This is an optimization exercise on Yosys and OpenROAD, whose aim is small area and a short achievable clock period, not a production implementation. Function was checked by simulation only, so behaviour that the tests miss may differ from the original. Power figures rest on the tool's default switching activity, not on a simulated workload.

## 11-03
==> flow/design.v <==
`timescale 1ns/1ns
`default_nettype none
module rv_core (
    input  wire            clk,
    input  wire            reset,
    output logic [31:0]    iaddr_o,
    input  wire  [31:0]    idata_i,
    output logic [1023:0]  registers_o
);
    logic [31:1]       pc_q;
    logic [31:1][31:0] regs_q;
    logic [31:0]       pc;
    assign pc      = {pc_q, 1'b0};
    assign iaddr_o = pc;
    always_comb begin
        registers_o[31:0] = 32'b0;
        for (int i = 1; i < 32; i++) registers_o[32*i +: 32] = regs_q[i];
    end
    logic [31:0] ins;
    logic [6:0]  opc;
    logic [2:0]  f3;
    logic [4:0]  rd, rs1, rs2;
    assign ins = idata_i;
    assign opc = ins[6:0];
    assign f3  = ins[14:12];
    assign rd  = ins[11:7];
    assign rs1 = ins[19:15];
    assign rs2 = ins[24:20];
    logic is_opimm, is_op, is_lui, is_auipc, is_br, is_jal, is_jalr, is_alu, is_link;
    assign is_opimm = (opc == 7'b0010011);
    assign is_op    = (opc == 7'b0110011);
    assign is_lui   = (opc == 7'b0110111);
    assign is_auipc = (opc == 7'b0010111);
    assign is_br    = (opc == 7'b1100011);
    assign is_jal   = (opc == 7'b1101111);
    assign is_jalr  = (opc == 7'b1100111);
    assign is_alu   = is_opimm | is_op;
    assign is_link  = is_jal | is_jalr;
    logic [31:0] imm_i, imm_u, imm_b, imm_j;
    assign imm_i = {{20{ins[31]}}, ins[31:20]};
    assign imm_u = {ins[31:12], 12'b0};
    assign imm_b = {{20{ins[31]}}, ins[7], ins[30:25], ins[11:8], 1'b0};
    assign imm_j = {{12{ins[31]}}, ins[19:12], ins[20], ins[30:21], 1'b0};
    logic [31:0] a, rs2v;
    logic [31:1] sel1, sel2;
    always_comb begin
        for (int i = 1; i < 32; i++) begin
            sel1[i] = (rs1 == 5'(i));
            sel2[i] = (rs2 == 5'(i));
        end
    end
    for (genvar j = 0; j < 32; j++) begin : g_rd
        logic [10:0] t1, t2;
        for (genvar k = 0; k < 10; k++) begin : g_grp
            aoi222 u1 (
                .a1 (sel1[3*k+1]), .a2 (regs_q[3*k+1][j]),
                .b1 (sel1[3*k+2]), .b2 (regs_q[3*k+2][j]),
                .c1 (sel1[3*k+3]), .c2 (regs_q[3*k+3][j]),
                .y  (t1[k])
            );
            aoi222 u2 (
                .a1 (sel2[3*k+1]), .a2 (regs_q[3*k+1][j]),
                .b1 (sel2[3*k+2]), .b2 (regs_q[3*k+2][j]),
                .c1 (sel2[3*k+3]), .c2 (regs_q[3*k+3][j]),
                .y  (t2[k])
            );
        end
        nand2m u1_31 (.a(sel1[31]), .b(regs_q[31][j]), .y(t1[10]));
        nand2m u2_31 (.a(sel2[31]), .b(regs_q[31][j]), .y(t2[10]));
        nand11 u1_or (.t(t1), .y(a[j]));
        nand11 u2_or (.t(t2), .y(rs2v[j]));
    end
    logic        use_rs2, sub;
    logic [31:0] bx, sum, p0, g0;
    logic        cout;
    assign use_rs2 = opc[5] & ~opc[2];
    assign sub = ~opc[2] & (opc[6] | (f3[2:1] == 2'b01) | ((f3 == 3'b000) & opc[5] & ins[30]));
    for (genvar j = 0; j < 32; j++) begin : g_b
        bsel u (.r(rs2v[j]), .i(imm_i[j]), .u(use_rs2), .s(sub), .y(bx[j]));
    end
    add32 adder_i (
        .a    (a),
        .b    (bx),
        .cin  (sub),
        .s    (sum),
        .cout (cout),
        .p    (p0),
        .g    (g0)
    );
    logic lts, eq;
    assign lts = cout ^ p0[31];
    assign eq  = &p0;
    logic        left, fill;
    logic [4:0]  shamt;
    logic [31:0] sh [0:6];
    logic [31:0] sr;
    assign left  = ~f3[2];
    assign shamt = use_rs2 ? rs2v[4:0] : imm_i[4:0];
    assign fill  = ins[30] & a[31] & ~left;
    for (genvar i = 0; i < 32; i++) begin : g_rev
        mux2i_m u (.a(a[i]), .b(a[31-i]), .s(left), .y(sh[0][i]));
    end
    for (genvar k = 0; k < 5; k++) begin : g_sh
        logic fk;
        assign fk = (k % 2 == 0) ? ~fill : fill;
        for (genvar i = 0; i < 32; i++) begin : g_bit
            if (i + (1 << k) < 32) begin : g_in
                mux2i_m u (.a(sh[k][i]), .b(sh[k][i + (1 << k)]), .s(shamt[k]), .y(sh[k+1][i]));
            end else begin : g_fill
                mux2i_m u (.a(sh[k][i]), .b(fk), .s(shamt[k]), .y(sh[k+1][i]));
            end
        end
    end
    assign sr = sh[5];
    logic [31:0] pimm, pcimm, pc4;
    assign pimm  = opc[3] ? imm_j : (opc[2] ? imm_u : imm_b);
    assign pcimm = pc + pimm;
    assign pc4   = pc + 32'd4;
    logic d_alu, d_lui, d_auipc, d_link;
    logic s_add, s_sl, s_slt, s_sltu, s_xor, s_sr, s_or, s_and;
    logic we;
    assign d_alu   = ~reset & opc[4] & ~opc[2];
    assign d_lui   = ~reset & opc[4] &  opc[2] &  opc[5];
    assign d_auipc = ~reset & opc[4] &  opc[2] & ~opc[5];
    assign d_link  = ~reset & ~opc[4];
    assign s_add   = d_alu & (f3 == 3'b000);
    assign s_sl    = d_alu & (f3 == 3'b001);
    assign s_slt   = d_alu & (f3 == 3'b010);
    assign s_sltu  = d_alu & (f3 == 3'b011);
    assign s_xor   = d_alu & (f3 == 3'b100);
    assign s_sr    = d_alu & (f3 == 3'b101);
    assign s_or    = d_alu & (f3 == 3'b110);
    assign s_and   = d_alu & (f3 == 3'b111);
    assign we = is_alu | is_lui | is_auipc | is_link;
    logic [31:0] early_n, wd;
    always_comb begin
        for (int j = 0; j < 32; j++) begin
            early_n[j] = ~((s_xor   & p0[j])
                         | (s_or    & (p0[j] | g0[j]))
                         | (s_and   & g0[j])
                         | (d_lui   & imm_u[j])
                         | (d_auipc & pcimm[j])
                         | (d_link  & pc4[j])
                         | ((j == 0) & ((s_slt & lts) | (s_sltu & ~cout))));
        end
    end
    for (genvar j = 0; j < 32; j++) begin : g_wd
        logic sn, shn;
        nand2m u_s  (.a(sum[j]), .b(s_add), .y(sn));
        aoi22m u_sh (.a1(s_sr), .a2(sr[j]), .b1(s_sl), .b2(sr[31-j]), .y(shn));
        nand3m u_w  (.a(sn), .b(shn), .c(early_n[j]), .y(wd[j]));
    end
    for (genvar i = 1; i < 32; i++) begin : g_reg
        logic wen;
        assign wen = reset | (we & (rd == 5'(i)));
        always_ff @(posedge clk) begin
            if (wen) regs_q[i] <= wd;
        end
    end
    logic n_jal, n_br, n_jalr;
    logic t0, t1, go0, go1;
    logic [31:1] q0, q1, pc_next;
    assign n_jal  = ~reset & is_jal;
    assign n_br   = ~reset & is_br;
    assign n_jalr = ~reset & is_jalr;
    always_comb begin
        case (f3)
            3'b000:  begin t0 = eq;        t1 = eq;        end
            3'b001:  begin t0 = ~eq;       t1 = ~eq;       end
            3'b100:  begin t0 = p0[31];    t1 = ~p0[31];   end
            3'b101:  begin t0 = ~p0[31];   t1 = p0[31];    end
            3'b110:  begin t0 = 1'b1;      t1 = 1'b0;      end
            3'b111:  begin t0 = 1'b0;      t1 = 1'b1;      end
            default: begin t0 = 1'b0;      t1 = 1'b0;      end
        endcase
    end
    assign go0 = n_jal | (n_br & t0);
    assign go1 = n_jal | (n_br & t1);
    assign q0  = go0 ? pcimm[31:1] : ({31{~reset}} & pc4[31:1]);
    assign q1  = go1 ? pcimm[31:1] : ({31{~reset}} & pc4[31:1]);
    for (genvar j = 1; j < 32; j++) begin : g_pcn
        pcsel u (.s(sum[j]), .j(n_jalr), .c(cout), .q1(q1[j]), .q0(q0[j]), .y(pc_next[j]));
    end
    always_ff @(posedge clk) begin
        pc_q <= pc_next;
    end
endmodule
module add32 (
    input  wire  [31:0] a,
    input  wire  [31:0] b,
    input  wire         cin,
    output logic [31:0] s,
    output logic        cout,
    output logic [31:0] p,
    output logic [31:0] g
);
    logic [32:0] gg [0:5];
    logic [32:0] pp [0:5];
    for (genvar i = 0; i < 32; i++) begin : g_pg
        and2m u_g (.a(a[i]), .b(b[i]), .y(gg[0][i+1]));
        xor2m u_p (.a(a[i]), .b(b[i]), .y(pp[0][i+1]));
    end
    assign gg[0][0] = cin;
    assign pp[0][0] = 1'b0;
    for (genvar k = 1; k <= 5; k++) begin : g_lvl
        localparam int D = 1 << (k - 1);
        for (genvar i = 0; i <= 32; i++) begin : g_pos
            if (i < D) begin : g_pass
                assign gg[k][i] = ~gg[k-1][i];
                assign pp[k][i] = 1'b0;
            end else if (k % 2 == 1) begin : g_n
                if (i < 2 * D) begin : g_g
                    pfx_gn u (.gh(gg[k-1][i]), .ph(pp[k-1][i]), .gl(gg[k-1][i-D]), .gn(gg[k][i]));
                    assign pp[k][i] = 1'b0;
                end else begin : g_gp
                    pfx_gpn u (.gh(gg[k-1][i]), .ph(pp[k-1][i]), .gl(gg[k-1][i-D]), .pl(pp[k-1][i-D]),
                               .gn(gg[k][i]), .pn(pp[k][i]));
                end
            end else begin : g_p
                if (i < 2 * D) begin : g_g
                    pfx_gp u (.gnh(gg[k-1][i]), .pnh(pp[k-1][i]), .gnl(gg[k-1][i-D]), .g(gg[k][i]));
                    assign pp[k][i] = 1'b0;
                end else begin : g_gp
                    pfx_gpp u (.gnh(gg[k-1][i]), .pnh(pp[k-1][i]), .gnl(gg[k-1][i-D]), .pnl(pp[k-1][i-D]),
                               .g(gg[k][i]), .p(pp[k][i]));
                end
            end
        end
    end
    assign s = ~(pp[0][32:1] ^ gg[5][31:0]);
    pfx_gp u_cout (.gnh(gg[5][32]), .pnh(pp[5][32]), .gnl(gg[5][0]), .g(cout));
    assign p = pp[0][32:1];
    assign g = gg[0][32:1];
endmodule
module nand2m (
    input  wire  a, b,
    output logic y
);
    assign y = ~(a & b);
endmodule
module nand3m (
    input  wire  a, b, c,
    output logic y
);
    assign y = ~(a & b & c);
endmodule
module aoi22m (
    input  wire  a1, a2, b1, b2,
    output logic y
);
    assign y = ~((a1 & a2) | (b1 & b2));
endmodule
module mux2i_m (
    input  wire  a, b, s,
    output logic y
);
    assign y = ~(s ? b : a);
endmodule
module pcsel (
    input  wire  s, j, c, q1, q0,
    output logic y
);
    assign y = j ? s : (c ? q1 : q0);
endmodule
module nand11 (
    input  wire  [10:0] t,
    output logic        y
);
    assign y = ~&t;
endmodule
module bsel (
    input  wire  r, i, u, s,
    output logic y
);
    assign y = (u ? r : i) ^ s;
endmodule
module and2m (
    input  wire  a, b,
    output logic y
);
    assign y = a & b;
endmodule
module xor2m (
    input  wire  a, b,
    output logic y
);
    assign y = a ^ b;
endmodule
module pfx_gn (
    input  wire  gh, ph, gl,
    output logic gn
);
    assign gn = ~(gh | (ph & gl));
endmodule
module pfx_gpn (
    input  wire  gh, ph, gl, pl,
    output logic gn, pn
);
    assign gn = ~(gh | (ph & gl));
    assign pn = ~(ph & pl);
endmodule
module pfx_gp (
    input  wire  gnh, pnh, gnl,
    output logic g
);
    assign g = ~(gnh & (pnh | gnl));
endmodule
module pfx_gpp (
    input  wire  gnh, pnh, gnl, pnl,
    output logic g, p
);
    assign g = ~(gnh & (pnh | gnl));
    assign p = ~(pnh | pnl);
endmodule
module aoi222 (
    input  wire  a1, a2, b1, b2, c1, c2,
    output logic y
);
    assign y = ~((a1 & a2) | (b1 & b2) | (c1 & c2));
endmodule
`default_nettype wire
export LEC_CHECK = 0
export CAP_MARGIN = 30
export CELL_PAD_IN_SITES_DETAIL_PLACEMENT = 1
export CORE_MARGIN = 2
export CORE_UTILIZATION = 30
export CTS_CLUSTER_DIAMETER = 100
export CTS_CLUSTER_SIZE = 24
export SETUP_SLACK_MARGIN = 3
export SLEW_MARGIN = 30
export SYNTH_HIERARCHICAL = 1
export TNS_END_PERCENT = 10
create_clock -name core_clock -period 8.5 [get_ports {clk}]
standard.sh (not shown) runs the stock make flow with config.mk's settings and CLKGATE_MAP_FILE= SYNTH_SCRIPT=/design/flow/synth_recipe.tcl, a recipe that flattens the netlist after the stock synthesis.
==> flow/flow/run.sh <==
#!/bin/bash
# The standard ORFS layout (the standard.sh, every step unchanged), except that the
# buffers buffer_ports puts on every input and output port are the smallest buffer
# (buf_1) instead of the clkdlybuf4s50_1 it picks by default.
set -euo pipefail
bash standard.sh "BUFFER_PORTS_ARGS=-buffer_cell sky130_fd_sc_hd__buf_1" finish > standard_flow.log 2>&1
11-03 | status: complete | timing, DRC, antenna: pass
The inputs of 01-06 differ from those of 11-03 as listed below.
--- a/flow/design.v
+++ b/flow/design.v
@@ -87,11 +87,11 @@
         .p    (p0),
         .g    (g0)
     );
     logic lts, eq;
     assign lts = cout ^ p0[31];
-    assign eq  = &p0;
+    assign eq  = ~|(a ^ rs2v);
     logic        left, fill;
     logic [4:0]  shamt;
     logic [31:0] sh [0:6];
     logic [31:0] sr;
     assign left  = ~f3[2];
Results
[01-06 vs 11-03] routed wire length: higher in 01-06. 01-06 -> 11-03: area growth from synthesis to layout flat. The clock network fraction of design power reported for 01-06 is smaller than that of 11-03 by 1.5 points. Between 11-03 and 01-06, transition time at the pin with the least slew margin is higher for 01-06, 11-03 comes in under that. Number of clock buffers in the layout in 01-06 vs 11-03: down 13%. Setup slack: 01-06 less than 11-03. Pin count of the biggest net entering global routing came out lower on 01-06 than on 11-03.

==> afterwards: timing with drivers on the ports <==
Ports are ideal in the flow. The routed layouts listed here were re-timed in OpenROAD.
Step 1, drivers: a clkbuf_16 drives clk and a buf_2 each remaining input, both assumed.
Step 2 also shifts input and output timing later by t, the mid clock arrival at the registers, as if the neighbouring blocks saw the same clock.
Slacks: ideal / step 1 / step 2; pairs: ideal / step 1.
| run | t, ns | setup slack, ns | worst hold slack (ns) | clock arrival spread, ns | pins driven straight from the clock port |
|---|---|---|---|---|---|
| 11-03 | 0.810 | 2.097 / 2.066 / 1.256 | 0.850 / 0.850 / 0.850 | 0.064 / 0.064 | 1 |
| 01-06 | 0.787 | 2.068 / 2.030 / 1.243 | 1.046 / 1.046 / 1.046 | 0.048 / 0.048 | 1 |
After both steps every run listed still meets setup and hold. The setup slack of 11-03, which loses most, moves by -0.031 ns with the drivers and by -0.841 ns with both steps.
